From an optimization exercise on the open Yosys and OpenROAD flow, aimed at small area and a short achievable clock period; shortcuts taken in it are not production practice.
The RTL was checked by simulation tests, not by an equivalence proof against the original design.
No activity file was given, so power comes from the tool's default toggle rates.

==> design/flow/standard.sh <==
#!/bin/bash
# synth_recipe.tcl (not shown) runs the flow's synth.tcl, then flattens the netlist and writes it again
# the make line also repeats each setting of config.mk as NAME=value (left out here)
make -C /OpenROAD-flow-scripts/flow DESIGN_CONFIG=/design/flow/config.mk WORK_HOME=/design/flow/orfs CLKGATE_MAP_FILE= SYNTH_SCRIPT=/design/flow/synth_recipe.tcl "${@:-finish}"
==> design/flow/flow/run.sh <==
#!/bin/bash
# standard layout with plain buf_1 port buffers and a lighter clock tree
set -euo pipefail
export BUFFER_PORTS_ARGS="-buffer_cell sky130_fd_sc_hd__buf_1"
export CTS_ARGS="-sink_clustering_enable -repair_clock_nets -dont_use_dummy_load -buf_list sky130_fd_sc_hd__clkbuf_8 -sink_clustering_size 16 -sink_clustering_max_diameter 50"
bash standard.sh > standard.log 2>&1
==> design/flow/design.v <==
`timescale 1ns/100ps
package sdfm_pkg;
  typedef enum logic [3:0] {
    REG_NONE,     
    REG_IFLG,
    REG_IFLGCLR,
    REG_CTL,
    REG_DFPARM0,
    REG_DFPARM1,
    REG_CPARM0,
    REG_CPARM1,
    REG_CMPL0,
    REG_CMPL1,
    REG_CMPH0,
    REG_CMPH1,
    REG_FDATA0,
    REG_FDATA1,
    REG_CDATA0,
    REG_CDATA1
  } reg_id_e;
  typedef logic [15:0] reg_sel_t;  
  typedef logic [32-1:0] data_word_t;      
endpackage
`timescale 1ns/100ps
module sdfm_bus_decode
(
  input  logic [16-1:0] addr,
  input  logic                    rd,
  output logic [16:0]             rsel
);
  logic       hit;
  logic [4:0] p_hi;  
  logic [3:0] p_lo;  
  assign hit = rd && (addr[15:8] == 8'h07) && !addr[7] && (addr[1:0] == 2'b00);
  always_comb
  begin
    for (int j = 0; j < 5; j++)
      p_hi[j] = (addr[6:4] == j[2:0]);
    for (int i = 0; i < 4; i++)
      p_lo[i] = (addr[3:2] == i[1:0]);
    for (int k = 0; k < 17; k++)
      rsel[k] = hit && p_hi[k >> 2] && p_lo[k & 3];
    rsel[1]  = 1'b0;  
    rsel[11] = 1'b0;  
    rsel[12] = 1'b0;
  end
endmodule
`timescale 1ns/100ps
module sdfm_hreg #(parameter int W = 32)
(
  input  logic         SYSCLK,
  input  logic         s,
  input  logic         h,
  input  logic [W-1:0] d,
  output logic [W-1:0] q
);
  always_ff @(posedge SYSCLK)
    q <= ({W{s}} & d) | ({W{h}} & q);
endmodule
`timescale 1ns/100ps
module sdfm_aor #(parameter int N = 8)
(
  input  logic [N-1:0] s,
  input  logic [N-1:0] d,
  output logic         y
);
  assign y = |(s & d);
endmodule
module sdfm_read_mux
(
  input  logic [16:0] sel,    
  input  logic        irq,
  input  logic [1:0]  flg_lf,
  input  logic [1:0]  flg_hf,
  input  logic        reg_rsten,
  input  logic        reg_clken,
  input  logic        mien,
  input  logic [15:0] reg_filtdec,
  input  logic [3:0]  reg_filtmode,
  input  logic [7:0]  reg_filtdiv,
  input  logic [1:0]  reg_filten,
  input  logic [1:0]  reg_filtask,
  input  logic [3:0]  reg_filtst,
  input  logic [9:0]  reg_filtsh,
  input  logic [15:0] reg_compdec,
  input  logic [3:0]  reg_compmode,
  input  logic [7:0]  reg_compdiv,
  input  logic [1:0]  reg_compen,
  input  logic [1:0]  reg_compsen,
  input  logic [3:0]  reg_compst,
  input  logic [1:0]  reg_compilen,
  input  logic [1:0]  reg_compihen,
  input  logic [1:0]  reg_complclrflg,
  input  logic [1:0]  reg_comphclrflg,
  input  logic [63:0] reg_compltrd,
  input  logic [63:0] reg_comphtrd,
  input  logic [63:0] fdata,
  input  logic [63:0] cdata,
  output logic [31:0] rdata
);
  sdfm_aor #(13) u_b0 (.s({sel[16], sel[15], sel[14], sel[13], sel[10], sel[9], sel[8], sel[7], sel[6], sel[5], sel[4], sel[3], sel[2]}), .d({cdata[32], cdata[0], fdata[32], fdata[0], reg_comphtrd[32], reg_comphtrd[0], reg_compltrd[32], reg_compltrd[0], reg_compdec[8], reg_compdec[0], reg_filtdec[8], reg_filtdec[0], reg_rsten}), .y(rdata[0]));
  sdfm_aor #(13) u_b1 (.s({sel[16], sel[15], sel[14], sel[13], sel[10], sel[9], sel[8], sel[7], sel[6], sel[5], sel[4], sel[3], sel[2]}), .d({cdata[33], cdata[1], fdata[33], fdata[1], reg_comphtrd[33], reg_comphtrd[1], reg_compltrd[33], reg_compltrd[1], reg_compdec[9], reg_compdec[1], reg_filtdec[9], reg_filtdec[1], reg_clken}), .y(rdata[1]));
  sdfm_aor #(12) u_b2 (.s({sel[16], sel[15], sel[14], sel[13], sel[10], sel[9], sel[8], sel[7], sel[6], sel[5], sel[4], sel[3]}), .d({cdata[34], cdata[2], fdata[34], fdata[2], reg_comphtrd[34], reg_comphtrd[2], reg_compltrd[34], reg_compltrd[2], reg_compdec[10], reg_compdec[2], reg_filtdec[10], reg_filtdec[2]}), .y(rdata[2]));
  sdfm_aor #(12) u_b3 (.s({sel[16], sel[15], sel[14], sel[13], sel[10], sel[9], sel[8], sel[7], sel[6], sel[5], sel[4], sel[3]}), .d({cdata[35], cdata[3], fdata[35], fdata[3], reg_comphtrd[35], reg_comphtrd[3], reg_compltrd[35], reg_compltrd[3], reg_compdec[11], reg_compdec[3], reg_filtdec[11], reg_filtdec[3]}), .y(rdata[3]));
  sdfm_aor #(13) u_b4 (.s({sel[16], sel[15], sel[14], sel[13], sel[10], sel[9], sel[8], sel[7], sel[6], sel[5], sel[4], sel[3], sel[2]}), .d({cdata[36], cdata[4], fdata[36], fdata[4], reg_comphtrd[36], reg_comphtrd[4], reg_compltrd[36], reg_compltrd[4], reg_compdec[12], reg_compdec[4], reg_filtdec[12], reg_filtdec[4], mien}), .y(rdata[4]));
  sdfm_aor #(12) u_b5 (.s({sel[16], sel[15], sel[14], sel[13], sel[10], sel[9], sel[8], sel[7], sel[6], sel[5], sel[4], sel[3]}), .d({cdata[37], cdata[5], fdata[37], fdata[5], reg_comphtrd[37], reg_comphtrd[5], reg_compltrd[37], reg_compltrd[5], reg_compdec[13], reg_compdec[5], reg_filtdec[13], reg_filtdec[5]}), .y(rdata[5]));
  sdfm_aor #(12) u_b6 (.s({sel[16], sel[15], sel[14], sel[13], sel[10], sel[9], sel[8], sel[7], sel[6], sel[5], sel[4], sel[3]}), .d({cdata[38], cdata[6], fdata[38], fdata[6], reg_comphtrd[38], reg_comphtrd[6], reg_compltrd[38], reg_compltrd[6], reg_compdec[14], reg_compdec[6], reg_filtdec[14], reg_filtdec[6]}), .y(rdata[6]));
  sdfm_aor #(12) u_b7 (.s({sel[16], sel[15], sel[14], sel[13], sel[10], sel[9], sel[8], sel[7], sel[6], sel[5], sel[4], sel[3]}), .d({cdata[39], cdata[7], fdata[39], fdata[7], reg_comphtrd[39], reg_comphtrd[7], reg_compltrd[39], reg_compltrd[7], reg_compdec[15], reg_compdec[7], reg_filtdec[15], reg_filtdec[7]}), .y(rdata[7]));
  sdfm_aor #(13) u_b8 (.s({sel[16], sel[15], sel[14], sel[13], sel[10], sel[9], sel[8], sel[7], sel[6], sel[5], sel[4], sel[3], sel[0]}), .d({cdata[40], cdata[8], fdata[40], fdata[8], reg_comphtrd[40], reg_comphtrd[8], reg_compltrd[40], reg_compltrd[8], reg_compmode[2], reg_compmode[0], reg_filtmode[2], reg_filtmode[0], flg_lf[0]}), .y(rdata[8]));
  sdfm_aor #(13) u_b9 (.s({sel[16], sel[15], sel[14], sel[13], sel[10], sel[9], sel[8], sel[7], sel[6], sel[5], sel[4], sel[3], sel[0]}), .d({cdata[41], cdata[9], fdata[41], fdata[9], reg_comphtrd[41], reg_comphtrd[9], reg_compltrd[41], reg_compltrd[9], reg_compmode[3], reg_compmode[1], reg_filtmode[3], reg_filtmode[1], flg_lf[1]}), .y(rdata[9]));
  sdfm_aor #(8) u_b10 (.s({sel[16], sel[15], sel[14], sel[13], sel[10], sel[9], sel[8], sel[7]}), .d({cdata[42], cdata[10], fdata[42], fdata[10], reg_comphtrd[42], reg_comphtrd[10], reg_compltrd[42], reg_compltrd[10]}), .y(rdata[10]));
  sdfm_aor #(8) u_b11 (.s({sel[16], sel[15], sel[14], sel[13], sel[10], sel[9], sel[8], sel[7]}), .d({cdata[43], cdata[11], fdata[43], fdata[11], reg_comphtrd[43], reg_comphtrd[11], reg_compltrd[43], reg_compltrd[11]}), .y(rdata[11]));
  sdfm_aor #(13) u_b12 (.s({sel[16], sel[15], sel[14], sel[13], sel[10], sel[9], sel[8], sel[7], sel[6], sel[5], sel[4], sel[3], sel[0]}), .d({cdata[44], cdata[12], fdata[44], fdata[12], reg_comphtrd[44], reg_comphtrd[12], reg_compltrd[44], reg_compltrd[12], reg_compdiv[4], reg_compdiv[0], reg_filtdiv[4], reg_filtdiv[0], flg_hf[0]}), .y(rdata[12]));
  sdfm_aor #(13) u_b13 (.s({sel[16], sel[15], sel[14], sel[13], sel[10], sel[9], sel[8], sel[7], sel[6], sel[5], sel[4], sel[3], sel[0]}), .d({cdata[45], cdata[13], fdata[45], fdata[13], reg_comphtrd[45], reg_comphtrd[13], reg_compltrd[45], reg_compltrd[13], reg_compdiv[5], reg_compdiv[1], reg_filtdiv[5], reg_filtdiv[1], flg_hf[1]}), .y(rdata[13]));
  sdfm_aor #(12) u_b14 (.s({sel[16], sel[15], sel[14], sel[13], sel[10], sel[9], sel[8], sel[7], sel[6], sel[5], sel[4], sel[3]}), .d({cdata[46], cdata[14], fdata[46], fdata[14], reg_comphtrd[46], reg_comphtrd[14], reg_compltrd[46], reg_compltrd[14], reg_compdiv[6], reg_compdiv[2], reg_filtdiv[6], reg_filtdiv[2]}), .y(rdata[14]));
  sdfm_aor #(12) u_b15 (.s({sel[16], sel[15], sel[14], sel[13], sel[10], sel[9], sel[8], sel[7], sel[6], sel[5], sel[4], sel[3]}), .d({cdata[47], cdata[15], fdata[47], fdata[15], reg_comphtrd[47], reg_comphtrd[15], reg_compltrd[47], reg_compltrd[15], reg_compdiv[7], reg_compdiv[3], reg_filtdiv[7], reg_filtdiv[3]}), .y(rdata[15]));
  sdfm_aor #(12) u_b16 (.s({sel[16], sel[15], sel[14], sel[13], sel[10], sel[9], sel[8], sel[7], sel[6], sel[5], sel[4], sel[3]}), .d({cdata[48], cdata[16], fdata[48], fdata[16], reg_comphtrd[48], reg_comphtrd[16], reg_compltrd[48], reg_compltrd[16], reg_compen[1], reg_compen[0], reg_filten[1], reg_filten[0]}), .y(rdata[16]));
  sdfm_aor #(12) u_b17 (.s({sel[16], sel[15], sel[14], sel[13], sel[10], sel[9], sel[8], sel[7], sel[6], sel[5], sel[4], sel[3]}), .d({cdata[49], cdata[17], fdata[49], fdata[17], reg_comphtrd[49], reg_comphtrd[17], reg_compltrd[49], reg_compltrd[17], reg_compsen[1], reg_compsen[0], reg_filtask[1], reg_filtask[0]}), .y(rdata[17]));
  sdfm_aor #(8) u_b18 (.s({sel[16], sel[15], sel[14], sel[13], sel[10], sel[9], sel[8], sel[7]}), .d({cdata[50], cdata[18], fdata[50], fdata[18], reg_comphtrd[50], reg_comphtrd[18], reg_compltrd[50], reg_compltrd[18]}), .y(rdata[18]));
  sdfm_aor #(8) u_b19 (.s({sel[16], sel[15], sel[14], sel[13], sel[10], sel[9], sel[8], sel[7]}), .d({cdata[51], cdata[19], fdata[51], fdata[19], reg_comphtrd[51], reg_comphtrd[19], reg_compltrd[51], reg_compltrd[19]}), .y(rdata[19]));
  sdfm_aor #(12) u_b20 (.s({sel[16], sel[15], sel[14], sel[13], sel[10], sel[9], sel[8], sel[7], sel[6], sel[5], sel[4], sel[3]}), .d({cdata[52], cdata[20], fdata[52], fdata[20], reg_comphtrd[52], reg_comphtrd[20], reg_compltrd[52], reg_compltrd[20], reg_compst[2], reg_compst[0], reg_filtst[2], reg_filtst[0]}), .y(rdata[20]));
  sdfm_aor #(12) u_b21 (.s({sel[16], sel[15], sel[14], sel[13], sel[10], sel[9], sel[8], sel[7], sel[6], sel[5], sel[4], sel[3]}), .d({cdata[53], cdata[21], fdata[53], fdata[21], reg_comphtrd[53], reg_comphtrd[21], reg_compltrd[53], reg_compltrd[21], reg_compst[3], reg_compst[1], reg_filtst[3], reg_filtst[1]}), .y(rdata[21]));
  sdfm_aor #(8) u_b22 (.s({sel[16], sel[15], sel[14], sel[13], sel[10], sel[9], sel[8], sel[7]}), .d({cdata[54], cdata[22], fdata[54], fdata[22], reg_comphtrd[54], reg_comphtrd[22], reg_compltrd[54], reg_compltrd[22]}), .y(rdata[22]));
  sdfm_aor #(8) u_b23 (.s({sel[16], sel[15], sel[14], sel[13], sel[10], sel[9], sel[8], sel[7]}), .d({cdata[55], cdata[23], fdata[55], fdata[23], reg_comphtrd[55], reg_comphtrd[23], reg_compltrd[55], reg_compltrd[23]}), .y(rdata[23]));
  sdfm_aor #(12) u_b24 (.s({sel[16], sel[15], sel[14], sel[13], sel[10], sel[9], sel[8], sel[7], sel[6], sel[5], sel[4], sel[3]}), .d({cdata[56], cdata[24], fdata[56], fdata[24], reg_comphtrd[56], reg_comphtrd[24], reg_compltrd[56], reg_compltrd[24], reg_compilen[1], reg_compilen[0], reg_filtsh[5], reg_filtsh[0]}), .y(rdata[24]));
  sdfm_aor #(12) u_b25 (.s({sel[16], sel[15], sel[14], sel[13], sel[10], sel[9], sel[8], sel[7], sel[6], sel[5], sel[4], sel[3]}), .d({cdata[57], cdata[25], fdata[57], fdata[25], reg_comphtrd[57], reg_comphtrd[25], reg_compltrd[57], reg_compltrd[25], reg_compihen[1], reg_compihen[0], reg_filtsh[6], reg_filtsh[1]}), .y(rdata[25]));
  sdfm_aor #(10) u_b26 (.s({sel[16], sel[15], sel[14], sel[13], sel[10], sel[9], sel[8], sel[7], sel[4], sel[3]}), .d({cdata[58], cdata[26], fdata[58], fdata[26], reg_comphtrd[58], reg_comphtrd[26], reg_compltrd[58], reg_compltrd[26], reg_filtsh[7], reg_filtsh[2]}), .y(rdata[26]));
  sdfm_aor #(10) u_b27 (.s({sel[16], sel[15], sel[14], sel[13], sel[10], sel[9], sel[8], sel[7], sel[4], sel[3]}), .d({cdata[59], cdata[27], fdata[59], fdata[27], reg_comphtrd[59], reg_comphtrd[27], reg_compltrd[59], reg_compltrd[27], reg_filtsh[8], reg_filtsh[3]}), .y(rdata[27]));
  sdfm_aor #(12) u_b28 (.s({sel[16], sel[15], sel[14], sel[13], sel[10], sel[9], sel[8], sel[7], sel[6], sel[5], sel[4], sel[3]}), .d({cdata[60], cdata[28], fdata[60], fdata[28], reg_comphtrd[60], reg_comphtrd[28], reg_compltrd[60], reg_compltrd[28], reg_complclrflg[1], reg_complclrflg[0], reg_filtsh[9], reg_filtsh[4]}), .y(rdata[28]));
  sdfm_aor #(10) u_b29 (.s({sel[16], sel[15], sel[14], sel[13], sel[10], sel[9], sel[8], sel[7], sel[6], sel[5]}), .d({cdata[61], cdata[29], fdata[61], fdata[29], reg_comphtrd[61], reg_comphtrd[29], reg_compltrd[61], reg_compltrd[29], reg_comphclrflg[1], reg_comphclrflg[0]}), .y(rdata[29]));
  sdfm_aor #(8) u_b30 (.s({sel[16], sel[15], sel[14], sel[13], sel[10], sel[9], sel[8], sel[7]}), .d({cdata[62], cdata[30], fdata[62], fdata[30], reg_comphtrd[62], reg_comphtrd[30], reg_compltrd[62], reg_compltrd[30]}), .y(rdata[30]));
  sdfm_aor #(9) u_b31 (.s({sel[16], sel[15], sel[14], sel[13], sel[10], sel[9], sel[8], sel[7], sel[0]}), .d({cdata[63], cdata[31], fdata[63], fdata[31], reg_comphtrd[63], reg_comphtrd[31], reg_compltrd[63], reg_compltrd[31], irq}), .y(rdata[31]));
endmodule
`timescale 1ns/100ps
module sdfm_regmap
(
  input  logic                    SYSCLK,
  input  logic                    SYSRSTn,
  input  logic [16-1:0] addr,
  input  logic                    wr,
  input  logic                    rd,
  input  logic [32-1:0]  wdata,
  output logic [32-1:0]  rdata,    
  input  logic [63:0]             filt_data_out,
  input  logic [1:0]              filt_data_update,
  input  logic [63:0]             comp_data_out,
  input  logic [1:0]              comp_data_update,
  input  logic [1:0]              comp_data_low,
  input  logic [1:0]              comp_data_high,
  output logic                    reg_rsten,
  output logic                    reg_clken,
  output logic [15:0]             reg_filtdec,
  output logic [3:0]              reg_filtmode,
  output logic [7:0]              reg_filtdiv,
  output logic [1:0]              reg_filten,
  output logic [1:0]              reg_filtask,
  output logic [3:0]              reg_filtst,
  output logic [9:0]              reg_filtsh,
  output logic [15:0]             reg_compdec,
  output logic [3:0]              reg_compmode,
  output logic [7:0]              reg_compdiv,
  output logic [1:0]              reg_compen,
  output logic [1:0]              reg_compsen,
  output logic [3:0]              reg_compst,
  output logic [1:0]              reg_compilen,
  output logic [1:0]              reg_compihen,
  output logic [1:0]              reg_complclrflg,
  output logic [1:0]              reg_comphclrflg,
  output logic [63:0]             reg_compltrd,
  output logic [63:0]             reg_comphtrd,
  output logic                    irq
);
  logic       dev_ok;
  logic [5:0] widx;
  logic [16:0] sel;      
  logic [16:0] wsel;     
  assign dev_ok = (addr[15:8] == 8'h07) && (addr[1:0] == 2'b00);
  assign widx   = addr[7:2];
  always_comb
    for (int k = 0; k < 17; k++)
      sel[k] = (widx == k[5:0]);
  assign wsel = (wr && dev_ok) ? sel : '0;
  logic [16:0] ws, wh;
  assign ws = SYSRSTn ? wsel  : '0;
  assign wh = SYSRSTn ? ~wsel : '0;
  logic        mien;
  logic [63:0] fdata, cdata;
  logic [1:0]  fs, fh, cs, ch;
  assign fs = SYSRSTn ? filt_data_update  : 2'b00;
  assign fh = SYSRSTn ? ~filt_data_update : 2'b00;
  assign cs = SYSRSTn ? comp_data_update  : 2'b00;
  assign ch = SYSRSTn ? ~comp_data_update : 2'b00;
  sdfm_hreg #(3) u_ctl (.SYSCLK, .s(ws[2]), .h(wh[2]), .d({wdata[4], wdata[1:0]}),
                        .q({mien, reg_clken, reg_rsten}));
  for (genvar i = 0; i < 2; i++)
  begin : g_ch
    sdfm_hreg #(23) u_dfparm (.SYSCLK, .s(ws[3+i]), .h(wh[3+i]),
      .d({wdata[28:24], wdata[21:20], wdata[17], wdata[16], wdata[15:12], wdata[9:8], wdata[7:0]}),
      .q({reg_filtsh[i*5 +: 5], reg_filtst[i*2 +: 2], reg_filtask[i], reg_filten[i],
          reg_filtdiv[i*4 +: 4], reg_filtmode[i*2 +: 2], reg_filtdec[i*8 +: 8]}));
    sdfm_hreg #(22) u_cparm (.SYSCLK, .s(ws[5+i]), .h(wh[5+i]),
      .d({wdata[29], wdata[28], wdata[25], wdata[24], wdata[21:20], wdata[17], wdata[16],
          wdata[15:12], wdata[9:8], wdata[7:0]}),
      .q({reg_comphclrflg[i], reg_complclrflg[i], reg_compihen[i], reg_compilen[i],
          reg_compst[i*2 +: 2], reg_compsen[i], reg_compen[i], reg_compdiv[i*4 +: 4],
          reg_compmode[i*2 +: 2], reg_compdec[i*8 +: 8]}));
    sdfm_hreg #(32) u_cmpl (.SYSCLK, .s(ws[7+i]), .h(wh[7+i]), .d(wdata), .q(reg_compltrd[i*32 +: 32]));
    sdfm_hreg #(32) u_cmph (.SYSCLK, .s(ws[9+i]), .h(wh[9+i]), .d(wdata), .q(reg_comphtrd[i*32 +: 32]));
    sdfm_hreg #(32) u_fdata (.SYSCLK, .s(fs[i]), .h(fh[i]), .d(filt_data_out[i*32 +: 32]), .q(fdata[i*32 +: 32]));
    sdfm_hreg #(32) u_cdata (.SYSCLK, .s(cs[i]), .h(ch[i]), .d(comp_data_out[i*32 +: 32]), .q(cdata[i*32 +: 32]));
  end
  logic [1:0] flg_lf, flg_hf;
  logic       clr_wr;
  assign clr_wr = wsel[1];
  always_ff @(posedge SYSCLK)
  begin
    if (!SYSRSTn)
    begin
      flg_lf <= '0;
      flg_hf <= '0;
      irq    <= 1'b0;
    end
    else
    begin
      for (int i = 0; i < 2; i++)
      begin
        if (comp_data_update[i] && reg_complclrflg[i])
          flg_lf[i] <= comp_data_low[i];
        else if (comp_data_update[i] && comp_data_low[i])
          flg_lf[i] <= 1'b1;
        else if (clr_wr && wdata[8 + i])
          flg_lf[i] <= 1'b0;
        if (comp_data_update[i] && reg_comphclrflg[i])
          flg_hf[i] <= comp_data_high[i];
        else if (comp_data_update[i] && comp_data_high[i])
          flg_hf[i] <= 1'b1;
        else if (clr_wr && wdata[12 + i])
          flg_hf[i] <= 1'b0;
      end
      if (mien && |((reg_compilen & flg_lf) | (reg_compihen & flg_hf)))
        irq <= 1'b1;
      else if (clr_wr && wdata[31])
        irq <= 1'b0;
    end
  end
  logic [16:0] rsel;
  sdfm_bus_decode u_rdec (.addr, .rd, .rsel);
  sdfm_read_mux u_rmux (
    .sel (rsel),
    .irq,
    .flg_lf,
    .flg_hf,
    .reg_rsten,
    .reg_clken,
    .mien,
    .reg_filtdec,
    .reg_filtmode,
    .reg_filtdiv,
    .reg_filten,
    .reg_filtask,
    .reg_filtst,
    .reg_filtsh,
    .reg_compdec,
    .reg_compmode,
    .reg_compdiv,
    .reg_compen,
    .reg_compsen,
    .reg_compst,
    .reg_compilen,
    .reg_compihen,
    .reg_complclrflg,
    .reg_comphclrflg,
    .reg_compltrd,
    .reg_comphtrd,
    .fdata,
    .cdata,
    .rdata
  );
endmodule
==> design/flow/config.mk <==
export PLATFORM = sky130hd
export DESIGN_NAME = sdfm_regmap
export DESIGN_NICKNAME = sdfm_regmap
export VERILOG_FILES = /design/flow/design.v
export SDC_FILE = /design/flow/constraint.sdc
export NUM_CORES = 4
export LEC_CHECK = 0
export CAP_MARGIN = 30
export CORE_MARGIN = 2
export CORE_UTILIZATION = 40
export SETUP_SLACK_MARGIN = 3.0
export SLEW_MARGIN = 40
export SYNTH_HIERARCHICAL = 1
==> design/flow/constraint.sdc <==
create_clock -name core_clock -period 8.0 [get_ports {SYSCLK}]
set_input_delay 1.6000 -clock core_clock [delete_from_list [all_inputs] [get_ports {SYSCLK}]]
set_output_delay 1.6000 -clock core_clock [all_outputs]
set_load 0.01 [all_outputs]
==> results of run 1 <==
## cell type report
type	count	area [um^2]	area share, %
repair buffers	534	2880	16.8
multi-input cells	661	6040	35.3
clock buffers	37	509	2.98
well taps	448	561	3.28
inverters	5	18.8	0.110
flip-flops and latches	354	7090	41.4
diodes	4	10.0	0.0585
## through the flow
stage | util (%) | hold WS [ns] | cells
finish | 51.2 | 0.475 | 2043
global placement | 46.2 | 0.454 | 1934
global route | 51.2 | 0.485 | 2043
CTS | 49.9 | 0.474 | 2021
detailed placement | 47.1 | 0.453 | 1950
floorplan | - | 0.439 | 1089
## report_power, final
part	internal (W)	switching [W]	total, W
logic	0.0000717	0.000136	0.000208
clock network	0.000414	0.000603	0.00102
registers	0.00180	0.0000261	0.00183
## per-layer routing
| metal | track usage (%) | vias to the layer above | share of wire [%] |
|---|---|---|---|
| li1 | - | 5529 | - |
| met4 | 14.1 | 0 | 3.8 |
| met1 | 46.0 | 6477 | 42 |
| met2 | 51.2 | 875 | 45 |
| met5 | 0 | - | 0 |
| met3 | 6.74 | 151 | 9.8 |
## worst max-delay path by stage
stage              from         to  cells past startpoint
2_1_floorplan   addr[7]  rdata[10]                      5
3_3_place_gp    addr[5]  rdata[26]                      8
3_5_place_dp    addr[5]  rdata[27]                      8
4_1_cts        addr[15]  rdata[31]                     11
5_1_grt        addr[12]   rdata[9]                     11
6_report       addr[12]  rdata[13]                     11
## registers in the layout (all words and copies together) (netlist names)
name,count
flg_hf,2
flg_lf,2
g_ch.u_cdata.q,64
g_ch.u_cmph.q,64
g_ch.u_cmpl.q,64
g_ch.u_cparm.q,44
g_ch.u_dfparm.q,46
g_ch.u_fdata.q,64
irq,1
u_ctl.q,3
## timing repair
item                                    4_1_cts  5_1_grt
setup buffers                                31       16
endpoints found under the setup margin       32       32
pin swaps                                    22       15
gates cloned                                  3        1
resized for setup                            33       66
==> results.ini, run 1 <==
[critical_path]
required_ns=6.40
critPathBufInv=5
cp_cell_sequence=buf_8 > and4bb_4 > nand3b_4 > buf_4 > nor2_4 > buf_12 > buf_8 > a22oi_1 > and3_1 > nand3_1 > clkbuf_2
end_kind=output port
crit_type=input port to output port
r2r_start=g_ch[0].u_cparm.q[18]$_DFF_P_
rrSetupSlack_ns=6.97
worst_path_max_delay_cell=and4bb_4
r2r_cells=3
crit_family=simple AND/OR/NAND/NOR gates
arrival_ns=3.42
crit_path_frequent_cell=buf_8
r2r_end=irq$_SDFFE_PN0P_
cp_max_fo=11
critical-path-max-stage-delay_ns=0.37
start_kind=input port

[clock_network]
cts_hold_buffers=0
clock_sinks=354
clkLatencyLatePin_ns=0.55
htree_levels=2
tritoncts=yes
root_buffer=clkbuf_8
numCtsBuffers=37
clock_path_buffers=3
path_clk_slew_ns=0.05

[detailed_routing]
num_vias=13000
wl_um=61700
ant_nets=0
first_pass_iters=6
routedWlPerCell_um=30.2
via_per_inst=6.38
first_iter_violations=1341
drc=0

[timing]
layout_min_cycle_time_ns=5.02
final.setup.tns_ns=0
finalSetupViolations=0
finalMaxSlewViolations=0
clock.fmax_mhz=199
rsz0062_at_grt=yes
worst_pin_slew_ns=0.808
min_period_over_period_pct=62.7
setup_slack_ns=2.98
final.setup_skew_ns=0.0377
hold_violations=0
slew_headroom_pct=46.1

[synthesis]
syn_nets=1277
netlist_area_um2=13500
syn_inst=1089
yosysWarnings=12
avgSynthCellArea_um2=12.4

[cells_and_area]
final_cell_area_um2=17100
mostFrequentLayoutCells=buf_1, a22o_1, dfxtp_1, a22oi_1, buf_4
areaGrowthSynthToFinish_pct=26.5
final_net_count=1781
layout_commonest_cell=buf_1
drive_gt1_share_pct=18.0
nFillCells=3141

[min_path]
hold_end=g_ch[0].u_fdata.q[28]$_DFF_P_
min_from=g_ch[0].u_fdata.q[28]$_DFF_P_
min_path_type=register to register
hold_depth=1

[die]
num_rows=67
die_w_um=188
ios=441
die_area_um2=35300
core_area_um2=33400
die_h_um=188
start_util_pct=40.4

[placed_design]
place.gp.congestion=0.888
io_buffer_count=440
hpwl_um=40700
placed_cell_area_um2=15800
pre_cts_ws_ns=1.96

[power_and_ir_drop]
power.leakage_nw=6.44
power_density_nw_per_um2=178
design_power_total_w=0.00305
max-vdd-ir-drop_v=0.000113

[global_route]
grt_pass1_vias=12600
grt_overflow=0
grt_pass1_wl_um=87200
grt_max_degree=35
grtUsageTotal_pct=33.5
grt_antenna_before_repair=4

[status]
status=finished clean

[run]
cap_violations=0

==> run 2, diff against run 1 <==
--- a/design/flow/config.mk
+++ b/design/flow/config.mk
@@ -10,3 +10,3 @@
 export CORE_UTILIZATION = 40
-export SETUP_SLACK_MARGIN = 3.0
+export SETUP_SLACK_MARGIN = 3.4
 export SLEW_MARGIN = 40
==> run 2 against run 1 <==
Effect of this change: still clean on timing, DRC and antenna; clock power hardly changed; sequential power hardly changed; power is 0.22% higher; final area is 5.0% higher; non-clock buffer count rose by 52; global-route usage rose by 0.82 points; core utilization is 2.5 points higher; largest cell class unchanged; largest power group unchanged; highest routed layer unchanged.
==> results.ini, run 2 <==
[status]
status=finished clean

[die]
start_util_pct=40.4
num_rows=67
die_area_um2=35300
die_h_um=188
ios=441
die_w_um=188
core_area_um2=33400

[timing]
rsz0062_at_grt=yes
min_period_over_period_pct=63.0
finalSetupViolations=0
worst_pin_slew_ns=0.792
hold_violations=0
layout_min_cycle_time_ns=5.04
clock.fmax_mhz=198
slew_headroom_pct=46.5
final.setup_skew_ns=0.0421
finalMaxSlewViolations=0
final.setup.tns_ns=0

[synthesis]
avgSynthCellArea_um2=12.4
netlist_area_um2=13500
yosysWarnings=12
syn_inst=1089
syn_nets=1277

[placed_design]
place.gp.congestion=0.888
hpwl_um=40700
io_buffer_count=440

[critical_path]
cp_cell_sequence=buf_8 > and4bb_4 > nand3b_4 > buf_12 > nor4_4 > buf_4 > buf_12 > a22o_1 > a221oi_2 > nand3_1 > buf_2
cp_max_fo=8
critPathBufInv=5
required_ns=6.40
rrSetupSlack_ns=6.99
crit_type=input port to output port
end_kind=output port
cp-startpoint=addr[15]
worst_path_max_delay_cell=and4bb_4
r2r_cells=3
crit_path_frequent_cell=buf_12
r2r_start=g_ch[0].u_cparm.q[18]$_DFF_P_
start_kind=input port
arrival_ns=3.44
crit_family=simple AND/OR/NAND/NOR gates
r2r_end=irq$_SDFFE_PN0P_
cp-endpoint=rdata[20]
cp.depth=11
critical-path-max-stage-delay_ns=0.37

[global_route]
grtUsageTotal_pct=34.3
grt_pass1_vias=13000
grt_pass1_wl_um=89300
grt_antenna_before_repair=4
grt_max_degree=35
grt_overflow=0

[cells_and_area]
drive_gt1_share_pct=22.6
nFillCells=3051
areaGrowthSynthToFinish_pct=32.7
final_net_count=1833
final_util_pct=53.7
layout_commonest_cell=buf_1
mostFrequentLayoutCells=buf_1, a22o_1, dfxtp_1, buf_4, a221oi_2

[clock_network]
clkLatencyLatePin_ns=0.55
clock_path_buffers=3
numCtsBuffers=37
clock_sinks=354
tritoncts=yes
path_clk_slew_ns=0.07
htree_levels=2
root_buffer=clkbuf_8
cts_hold_buffers=0

[detailed_routing]
via_per_inst=6.41
first_iter_violations=1310
first_pass_iters=5
ant_nets=0
wl_um=63500
drc=0
routedWlPerCell_um=30.3
num_vias=13400

[run]
cap_violations=0

[min_path]
hold_depth=1
min_path_type=register to register

[power_and_ir_drop]
comb_power_share_pct=7.1
clockPowerShare_pct=33.2
cell_internal_pwr_w=0.00229
power.leakage_nw=6.88
max-vdd-ir-drop_v=0.000111
switching_share_pct=25.0
switching_power_w=0.000766
power.share.sequential_pct=59.8
power_density_nw_per_um2=170

==> run 2: layout make-up <==
type | instances | area, um^2 | area share [%]
Tap cell | 448 | 561 | 3.12
Inverter | 5 | 18.8 | 0.105
Timing Repair Buffer | 586 | 3610 | 20.1
Multi-Input combinational cell | 661 | 6170 | 34.3
Antenna cell | 3 | 7.51 | 0.0418
Sequential cell | 354 | 7090 | 39.5
Clock buffer | 37 | 509 | 2.84
==> run 2: worst min path at each step <==
stage                                             start                             to
after floorplan            g_ch[1].u_fdata.q[0]$_DFF_P_   g_ch[1].u_fdata.q[0]$_DFF_P_
after global placement     g_ch[1].u_cdata.q[6]$_DFF_P_   g_ch[1].u_cdata.q[6]$_DFF_P_
after detailed placement  g_ch[1].u_cdata.q[25]$_DFF_P_  g_ch[1].u_cdata.q[25]$_DFF_P_
after CTS                  g_ch[1].u_cdata.q[5]$_DFF_P_   g_ch[1].u_cdata.q[5]$_DFF_P_
after global routing      g_ch[0].u_fdata.q[28]$_DFF_P_  g_ch[0].u_fdata.q[28]$_DFF_P_
final                      g_ch[1].u_cdata.q[5]$_DFF_P_   g_ch[1].u_cdata.q[5]$_DFF_P_
==> run 2: timing repair <==
item	in CTS	in global routing
pin swaps	71	34
endpoints found under the setup margin	32	217
gates resized for setup	137	32
gates cloned	6	2
buffers inserted	72	23
==> run 2: per-stage QoR <==
step	area [um^2]	total power [W]	std cells	hold WS, ns	setup slack, ns
after global placement	15500	0.00205	1934	0.454	2.10
after CTS	17500	0.00306	2065	0.474	3.07
after global routing	18000	0.00314	2094	0.485	2.94
final	18000	0.00306	2094	0.473	2.96
after detailed placement	15800	0.00206	1950	0.453	1.96
after floorplan	13600	0.00196	1089	0.439	2.71
==> run 2: worst reg2reg max path: cells and delay by family (launching register included) <==
family | cells | cell delay [ns]
AO/OA/AOI/OAI | 3 | 0.51
flip-flops | 1 | 0.38
==> run 2: power by group through the flow <==
stage / logic [W] / registers [W] / clock network, W
after CTS: 0.000207 / 0.00183 / 0.00102
after floorplan: 0.0000975 / 0.00186 / 0
final: 0.000216 / 0.00183 / 0.00101
after global routing: 0.000224 / 0.00183 / 0.00109
after global placement: 0.000183 / 0.00187 / 0
after detailed placement: 0.000197 / 0.00187 / 0
==> run 2: per-layer routing <==
layer / GRT usage [%] / vias up / share of wire (%)
li1: - / 5628 / -
met1: 46.5 / 6688 / 41
met2: 53.2 / 964 / 45
met3: 7.28 / 144 / 11
met4: 13.9 / 0 / 3.5
met5: 0 / - / 0
==> run 3, diff against run 2 <==
--- a/design/flow/config.mk
+++ b/design/flow/config.mk
@@ -10,3 +10,3 @@
 export CORE_UTILIZATION = 40
-export SETUP_SLACK_MARGIN = 3.4
+export SETUP_SLACK_MARGIN = 2.5
 export SLEW_MARGIN = 40
==> run 3 against run 2 <==
Effect of this change: clock power about the same; sequential power about the same; wire length decreased by 7.2%; highest routed layer unchanged.
==> results.ini, run 3 <==
[synthesis]
yosysWarnings=12
netlist_area_um2=13500
syn_nets=1277
avgSynthCellArea_um2=12.4
syn_inst=1089

[critical_path]
end_kind=output port
start_kind=input port
arrival_ns=3.80
worst_path_max_delay_cell=nor3_4
crit_path_frequent_cell=buf_1
required_ns=6.40
crit_type=input port to output port
cp_cell_sequence=buf_1 > and4bb_2 > nand3b_2 > nor3_4 > buf_6 > a22o_1 > a221oi_1 > nand3_1 > buf_1
critical-path-max-stage-delay_ns=0.44
cp_max_fo=19

[global_route]
grt_use_met2_pct=50.4
use_met1_pct=43.0
use_met3_pct=7.24
grt_overflow=0
grtUsageTotal_pct=31.9
grt_pass1_vias=12000
grt_pass1_wl_um=83800
busiest_layer=met2
grt_max_degree=35
grt_antenna_before_repair=4

[timing]
clock.fmax_mhz=185
slew_headroom_pct=43.5
rsz0062_at_grt=no
layout_min_cycle_time_ns=5.40
final.setup.tns_ns=0
finalMaxSlewViolations=0
final.setup_skew_ns=0.0373
min_period_over_period_pct=67.5
worst_pin_slew_ns=0.845
hold_violations=0
finalSetupViolations=0

[detailed_routing]
first_iter_violations=1094
ant_nets=0
first_pass_iters=5
routedWlPerCell_um=29.4
num_vias=12600
drc=0
via_per_inst=6.31
wl_um=59000

[die]
die_w_um=188
start_util_pct=40.4
die_area_um2=35300
die_h_um=188
ios=441
num_rows=67
core_area_um2=33400

[clock_network]
tritoncts=yes
root_buffer=clkbuf_8
path_clk_slew_ns=0.04
clock_path_buffers=3
numCtsBuffers=36
clkLatencyLatePin_ns=0.55
htree_levels=2
cts_hold_buffers=0
clock_sinks=354

[min_path]
min_path_type=register to register

[cells_and_area]
final_cells=2003
drive_gt1_share_pct=13.6
mostFrequentLayoutCells=buf_1, a22o_1, dfxtp_1, a22oi_1, a221oi_2
layout_commonest_cell=buf_1
areaGrowthSynthToFinish_pct=22.4
nFillCells=3146
final_net_count=1741

[power_and_ir_drop]
power.leakage_nw=6.05
max-vdd-ir-drop_v=0.0000889
power_density_nw_per_um2=182

[placed_design]
place.gp.congestion=0.913
hpwl_um=41200
dp_cells=1951
io_buffer_count=440

[status]
status=finished clean

[run]
cap_violations=0

run 3: power breakdown:
group	switching, W	internal, W
clock network	0.000587	0.000403
registers	0.0000244	0.00180
logic	0.000131	0.0000690
run 3: final cells by class:
| cell class | count | area, um^2 | area share [%] |
|---|---|---|---|
| flip-flops and latches | 354 | 7090 | 42.8 |
| repair buffers | 496 | 2430 | 14.7 |
| multi-input cells | 660 | 5950 | 35.9 |
| inverters | 5 | 18.8 | 0.113 |
| clock buffers | 36 | 495 | 2.99 |
| well taps | 448 | 561 | 3.39 |
| diodes | 4 | 10.0 | 0.0605 |
run 3: path summary, 6_finish.rpt:
check	start	slack, ns	cells after the start	end
worst max-delay path	addr[15]	2.60	9	rdata[1]
worst min-delay path	g_ch[1].u_cdata.q[7]$_DFF_P_	0.47	1	g_ch[1].u_cdata.q[7]$_DFF_P_
worst max register to register	g_ch[0].u_cparm.q[18]$_DFF_P_	6.96	3	irq$_SDFFE_PN0P_
worst min register to register	g_ch[1].u_cdata.q[7]$_DFF_P_	0.47	1	g_ch[1].u_cdata.q[7]$_DFF_P_
run 3: critical path, delay by kind of cell:
kind / cells / cell delay [ns]
AND/OR/NAND/NOR: 4 / 1.20
buffers and inverters: 3 / 0.68
AO/OA/AOI/OAI: 2 / 0.30
run 3: per-stage QoR:
stage	cell area [um^2]	worst slack (ns)	util, %	total power (W)	hold slack [ns]
final	16600	2.60	49.5	0.00302	0.467
after global placement	15400	1.97	46.1	0.00205	0.453
after global routing	16600	2.50	49.5	0.00311	0.488
after detailed placement	15900	2.11	47.5	0.00206	0.453
after floorplan	13600	2.57	-	0.00196	0.439
after CTS	16400	2.48	49.1	0.00302	0.475
run 3: what timing repair did:
action,CTS,global route
pin swaps,6,3
gates cloned,0,0
setup buffers,5,3
gates resized for setup,3,3
endpoints found under the setup margin,32,20
run 3: metal layers:
metal  part of all wire (%)  wire length, um
met5                      0                0
met4                    2.9             1710
met3                    9.5             5620
met2                     45            26700
met1                     42            24900
==> run 4, diff against run 3 <==
--- a/design/flow/config.mk
+++ b/design/flow/config.mk
@@ -7,7 +7,7 @@
 export LEC_CHECK = 0
-export CAP_MARGIN = 30
+export CAP_MARGIN = 10
 export CORE_MARGIN = 2
-export CORE_UTILIZATION = 40
-export SETUP_SLACK_MARGIN = 2.5
-export SLEW_MARGIN = 40
+export CORE_UTILIZATION = 60
+export SETUP_SLACK_MARGIN = 3.0
+export SLEW_MARGIN = 10
 export SYNTH_HIERARCHICAL = 1
==> run 4 against run 3 <==
Effect of this change: still clean on timing, DRC and antenna; fmax grew 6.9%; sequential power hardly changed; sequential share of layout area decreased by 0.54 points; non-clock buffer count up 34; flip-flop and latch count stayed put; final area rose by 1.3%; synthesized cell count unchanged; register-to-register slack worse by 0.04 ns; global-route usage up 15 points; die area fell by 33%; clock skew shrank 0.014 ns; final cell count shrank 6.5%; largest cell class unchanged.
==> results.ini, run 4 <==
[timing]
final.setup_skew_ns=0.0229
worst_pin_slew_ns=1.31
slew_headroom_pct=12.5
hold_violations=0
rsz0062_at_grt=yes
min_period_over_period_pct=63.2
finalMaxSlewViolations=0
layout_min_cycle_time_ns=5.05
final.setup.tns_ns=0
finalSetupViolations=0
clock.fmax_mhz=198

[global_route]
grt_overflow=0
grt_pass1_vias=12600
grtUsageTotal_pct=46.4
grt_antenna_before_repair=7
grt_pass1_wl_um=82100
grt_max_degree=35

[synthesis]
avgSynthCellArea_um2=12.4
syn_inst=1089
netlist_area_um2=13500
syn_nets=1277
yosysWarnings=12

[clock_network]
clock_path_buffers=3
numCtsBuffers=35
cts_hold_buffers=0
clock_sinks=354
path_clk_slew_ns=0.05
clkLatencyLatePin_ns=0.57
tritoncts=yes
htree_levels=2
root_buffer=clkbuf_8

[critical_path]
cp_max_fo=8
required_ns=6.40
r2r_cells=3
cp-startpoint=addr[15]
arrival_ns=3.45
cp-endpoint=rdata[9]
start_kind=input port
end_kind=output port
r2r_start=g_ch[0].u_cparm.q[19]$_DFF_P_
r2r_end=irq$_SDFFE_PN0P_
crit_type=input port to output port
rrSetupSlack_ns=6.92

[die]
die_area_um2=23800
ios=441
start_util_pct=61.6
die_h_um=154
die_w_um=154
core_area_um2=22000
num_rows=54

[cells_and_area]
mostFrequentLayoutCells=buf_1, a22o_1, dfxtp_1, a22oi_1, buf_4
drive_gt1_share_pct=18.0
areaGrowthSynthToFinish_pct=23.9
layout_commonest_cell=buf_1
final_net_count=1777

[power_and_ir_drop]
cell_internal_pwr_w=0.00225
design_power_total_w=0.00300
switching_share_pct=24.7
comb_power_share_pct=6.3
clockPowerShare_pct=32.7
power_density_nw_per_um2=179
power.leakage_nw=6.36
switching_power_w=0.000741
max-vdd-ir-drop_v=0.000172
power.share.sequential_pct=61.0

[detailed_routing]
num_vias=13500
first_pass_iters=5
first_iter_violations=1697
ant_nets=0
routedWlPerCell_um=31.1
via_per_inst=7.20
wl_um=58300
drc=0

[min_path]
min_path_type=register to register

[run]
cap_violations=0

[placed_design]
hpwl_um=34900
place.gp.congestion=0.992
io_buffer_count=440

[status]
status=finished clean

## run 4: cell count changes in the layout (fill, tap and decap cells not counted), moves of 3 or more
cell	before	now
buf_1	437	407
buf_4	29	51
buf_12	1	22
clkbuf_2	2	19
buf_6	3	17
buf_16	13	1
buf_2	1	11
buf_8	10	1
and2_2	0	4
and2_4	4	0
a221oi_1	7	4
## run 4: final cells by class
class	instances	area [um^2]
Sequential cell	354	7090
Clock buffer	35	482
Timing Repair Buffer	530	2760
Inverter	5	18.8
Fill cell	1543	5190
Multi-Input combinational cell	663	6060
Tap cell	280	350
Antenna cell	6	15.0
## run 4: power by group through the flow
stage	sequential [W]	clock, W	combinational, W
floorplan	0.00186	0	0.0000975
global placement	0.00187	0	0.000172
detailed placement	0.00187	0	0.000176
CTS	0.00183	0.000965	0.000178
global route	0.00183	0.00103	0.000194
finish	0.00183	0.000979	0.000188
## run 4: repair_timing
item | in CTS | in global routing
gates cloned | 5 | 1
gates resized for setup | 39 | 65
setup endpoints to repair | 32 | 32
pin swaps | 20 | 20
buffers inserted | 47 | 22
## run 4: layer usage
metal  track usage, %  vias up  part of all wire, %
met4             26.1        2                  5.9
met2             71.8     1240                   44
li1                 -     5494                    -
met5                0        -                0.022
met1             59.3     6497                   36
met3             11.8      250                   14
## run 4: worst max-delay path, cell delays in order
cell	delay, ns
buf_6	0.08
and4bb_2	0.28
nand3b_4	0.19
nor3_4	0.05
buf_6	0.14
buf_6	0.15
a22o_1	0.24
a221oi_1	0.33
nand3_1	0.21
clkbuf_2	0.18
## run 4: how the worst min path moves through the flow
stage	depth (start not counted)	from	slack, ns	endpoint
final	1	g_ch[0].u_cdata.q[26]$_DFF_P_	0.48	g_ch[0].u_cdata.q[26]$_DFF_P_
after global routing	1	g_ch[1].u_cdata.q[21]$_DFF_P_	0.48	g_ch[1].u_cdata.q[21]$_DFF_P_
after CTS	1	g_ch[1].u_cdata.q[21]$_DFF_P_	0.47	g_ch[1].u_cdata.q[21]$_DFF_P_
after detailed placement	1	g_ch[1].u_cdata.q[14]$_DFF_P_	0.45	g_ch[1].u_cdata.q[14]$_DFF_P_
after global placement	1	g_ch[1].u_cdata.q[8]$_DFF_P_	0.45	g_ch[1].u_cdata.q[8]$_DFF_P_
after floorplan	1	g_ch[1].u_fdata.q[0]$_DFF_P_	0.44	g_ch[1].u_fdata.q[0]$_DFF_P_
## run 4: stage by stage
step | instances | cell area [um^2] | utilization (%) | setup WS, ns | hold WS (ns)
2_1_floorplan | 1089 | 13600 | - | 2.71 | 0.439
3_3_place_gp | 1757 | 15200 | 69.2 | 2.07 | 0.453
3_5_place_dp | 1757 | 15200 | 69.2 | 1.97 | 0.453
4_1_cts | 1844 | 16400 | 74.5 | 2.97 | 0.474
5_1_grt | 1872 | 16800 | 76.4 | 2.93 | 0.480
6_report | 1873 | 16800 | 76.4 | 2.95 | 0.476
==> run 5, diff against run 4 <==
--- a/design/flow/flow/run.sh
+++ b/design/flow/flow/run.sh
@@ -5,2 +5,3 @@
 export CTS_ARGS="-sink_clustering_enable -repair_clock_nets -dont_use_dummy_load -buf_list sky130_fd_sc_hd__clkbuf_8 -sink_clustering_size 16 -sink_clustering_max_diameter 50"
+export RECOVER_POWER=100
 bash standard.sh > standard.log 2>&1
==> run 5 against run 4 <==
Effect of this change: now fails the layout checks on max-capacitance violations, max-slew violations; clock skew grew 0.0032 ns; combinational power hardly changed; wire length about the same; sequential power is essentially flat; final area down 1.5%; clock-buffer cell count is the same; fmax shrank 15%; register-to-register slack worse by 0.03 ns.
==> results.ini, run 5 <==
[timing]
finalMaxSlewViolations=362
hold_violations=0
worst_pin_slew_ns=3.80
clock.fmax_mhz=167
slew_headroom_pct=-153
min_period_over_period_pct=74.7
rsz0062_at_grt=yes
final.setup_skew_ns=0.0261
layout_min_cycle_time_ns=5.98
final.setup.tns_ns=0
hold_ws_ns=0.474
finalSetupViolations=0

[critical_path]
required_ns=6.40
crit_type=input port to output port
arrival_ns=4.38
end_kind=output port
rrSetupSlack_ns=6.89
worst_path_max_delay_cell=clkbuf_1
cp_max_fo=11
critical-path-max-stage-delay_ns=0.76
crit_path_frequent_cell=clkbuf_1
r2r_cells=3
start_kind=input port
cp_cell_sequence=clkbuf_1 > nand2_1 > nor3_1 > clkbuf_1 > clkbuf_1 > clkbuf_1 > a22oi_1 > nand4_1 > clkbuf_1

[clock_network]
path_clk_slew_ns=0.06
clock_sinks=354
root_buffer=clkbuf_8
htree_levels=2
numCtsBuffers=35
cts_hold_buffers=0
clkLatencyLatePin_ns=0.57
clock_path_buffers=3
tritoncts=yes

[status]
so_faults=max-capacitance violations, max-slew violations
status=finished with violations

[global_route]
grt_pass1_vias=12600
grt_overflow=0
grt_pass1_wl_um=82100
grtUsageTotal_pct=46.4
grt_max_degree=35
grt_antenna_before_repair=7

[placed_design]
dp_cells=1757
hpwl_um=34900
io_buffer_count=440
placed_cell_area_um2=15200
place.gp.congestion=0.992

[cells_and_area]
final_cells=1873
final_cell_area_um2=16500
final_net_count=1777
drive_gt1_share_pct=15.2
areaGrowthSynthToFinish_pct=22.1
mostFrequentLayoutCells=buf_1, a22o_1, dfxtp_1, a22oi_1, buf_4
layout_commonest_cell=buf_1

[synthesis]
syn_nets=1277
yosysWarnings=12
syn_inst=1089
netlist_area_um2=13500
avgSynthCellArea_um2=12.4

[detailed_routing]
first_iter_violations=1833
first_pass_iters=6
routedWlPerCell_um=31.1
wl_um=58300
num_vias=13500
drc=0
via_per_inst=7.19
ant_nets=0

[die]
num_rows=54
die_h_um=154
start_util_pct=61.6
core_area_um2=22000
die_area_um2=23800
die_w_um=154
ios=441

[power_and_ir_drop]
power.leakage_nw=6.21
max-vdd-ir-drop_v=0.000172
design_power_total_w=0.00299
power_density_nw_per_um2=181

[min_path]
hold_depth=1
min_path_type=register to register

[run]
cap_violations=12

## run 5: worst max-delay path: cells and delay by family
| kind | cells | cell delay, ns |
|---|---|---|
| buf+inv | 5 | 1.90 |
| simple gates | 3 | 0.64 |
| compound gates | 1 | 0.23 |
## run 5: repair_timing
item,in CTS,in global routing
setup endpoints to repair,32,32
pin swaps,20,20
endpoints found under the hold margin,0,0
resized for setup,39,65
buffers inserted,47,22
gates cloned,5,1
## run 5: path summary, 6_finish.rpt
check	startpoint	endpoint
setup / recovery	addr[3]	rdata[29]
hold / removal	g_ch[0].u_fdata.q[21]$_DFF_P_	g_ch[0].u_fdata.q[21]$_DFF_P_
setup reg to reg	g_ch[0].u_cparm.q[19]$_DFF_P_	irq$_SDFFE_PN0P_
hold reg to reg	g_ch[0].u_fdata.q[21]$_DFF_P_	g_ch[0].u_fdata.q[21]$_DFF_P_
## run 5: cell type report
type,instances,area [um^2]
tap,280,350
clock buffer,35,482
sequential,354,7090
antenna,6,15.0
timing repair buffer,530,2630
fill,1589,5440
multi-input combinational,663,5940
inverter,5,18.8
## run 5: through the flow
| stage | worst slack (ns) | utilization, % |
|---|---|---|
| detailed placement | 1.97 | 69.2 |
| CTS | 2.97 | 74.5 |
| floorplan | 2.71 | - |
| global placement | 2.07 | 69.2 |
| finish | 2.02 | 75.2 |
| global route | 2.03 | 75.2 |
## run 5: power breakdown
| part | switching, W | internal (W) |
|---|---|---|
| Clock | 0.000581 | 0.000392 |
| Combinational | 0.000125 | 0.0000606 |
| Sequential | 0.0000278 | 0.00180 |
## run 5: layer usage
layer,vias up,global-route usage (%),part of all wire (%)
li1,5494,-,-
met1,6487,59.3,36
met2,1245,71.8,44
met3,243,11.8,14
met4,2,26.1,5.9
met5,-,0,0.022

## what the ideal ports hide
Ports are ideal in the flow. The routed layouts listed here were re-timed in OpenROAD.
Step 1: set_driving_cell puts a clkbuf_16 on SYSCLK and a buf_2 on each other input, an assumption about the parent block.
Step 2 also shifts input and output timing later by t, the mid clock arrival at the registers, as if the neighbouring blocks saw the same clock.
Slacks: ideal / step 1 / step 2; pairs: ideal / step 1.
run | t (ns) | setup WS [ns] | latest minus earliest clock arrival (ns)
run 1 | 0.590 | 2.983 / 2.944 / 2.944 | 0.071 / 0.072
run 2 | 0.597 | 2.962 / 2.921 / 2.620 | 0.078 / 0.078
run 3 | 0.575 | 2.599 / 2.580 / 2.580 | 0.071 / 0.070
run 4 | 0.596 | 2.946 / 2.904 / 2.904 | 0.050 / 0.050
run 5 | 0.591 | 2.024 / 2.000 / 1.607 | 0.053 / 0.053
For run 5, which loses most, drivers alone change the setup slack by -0.024 ns; drivers and shift together by -0.417 ns.
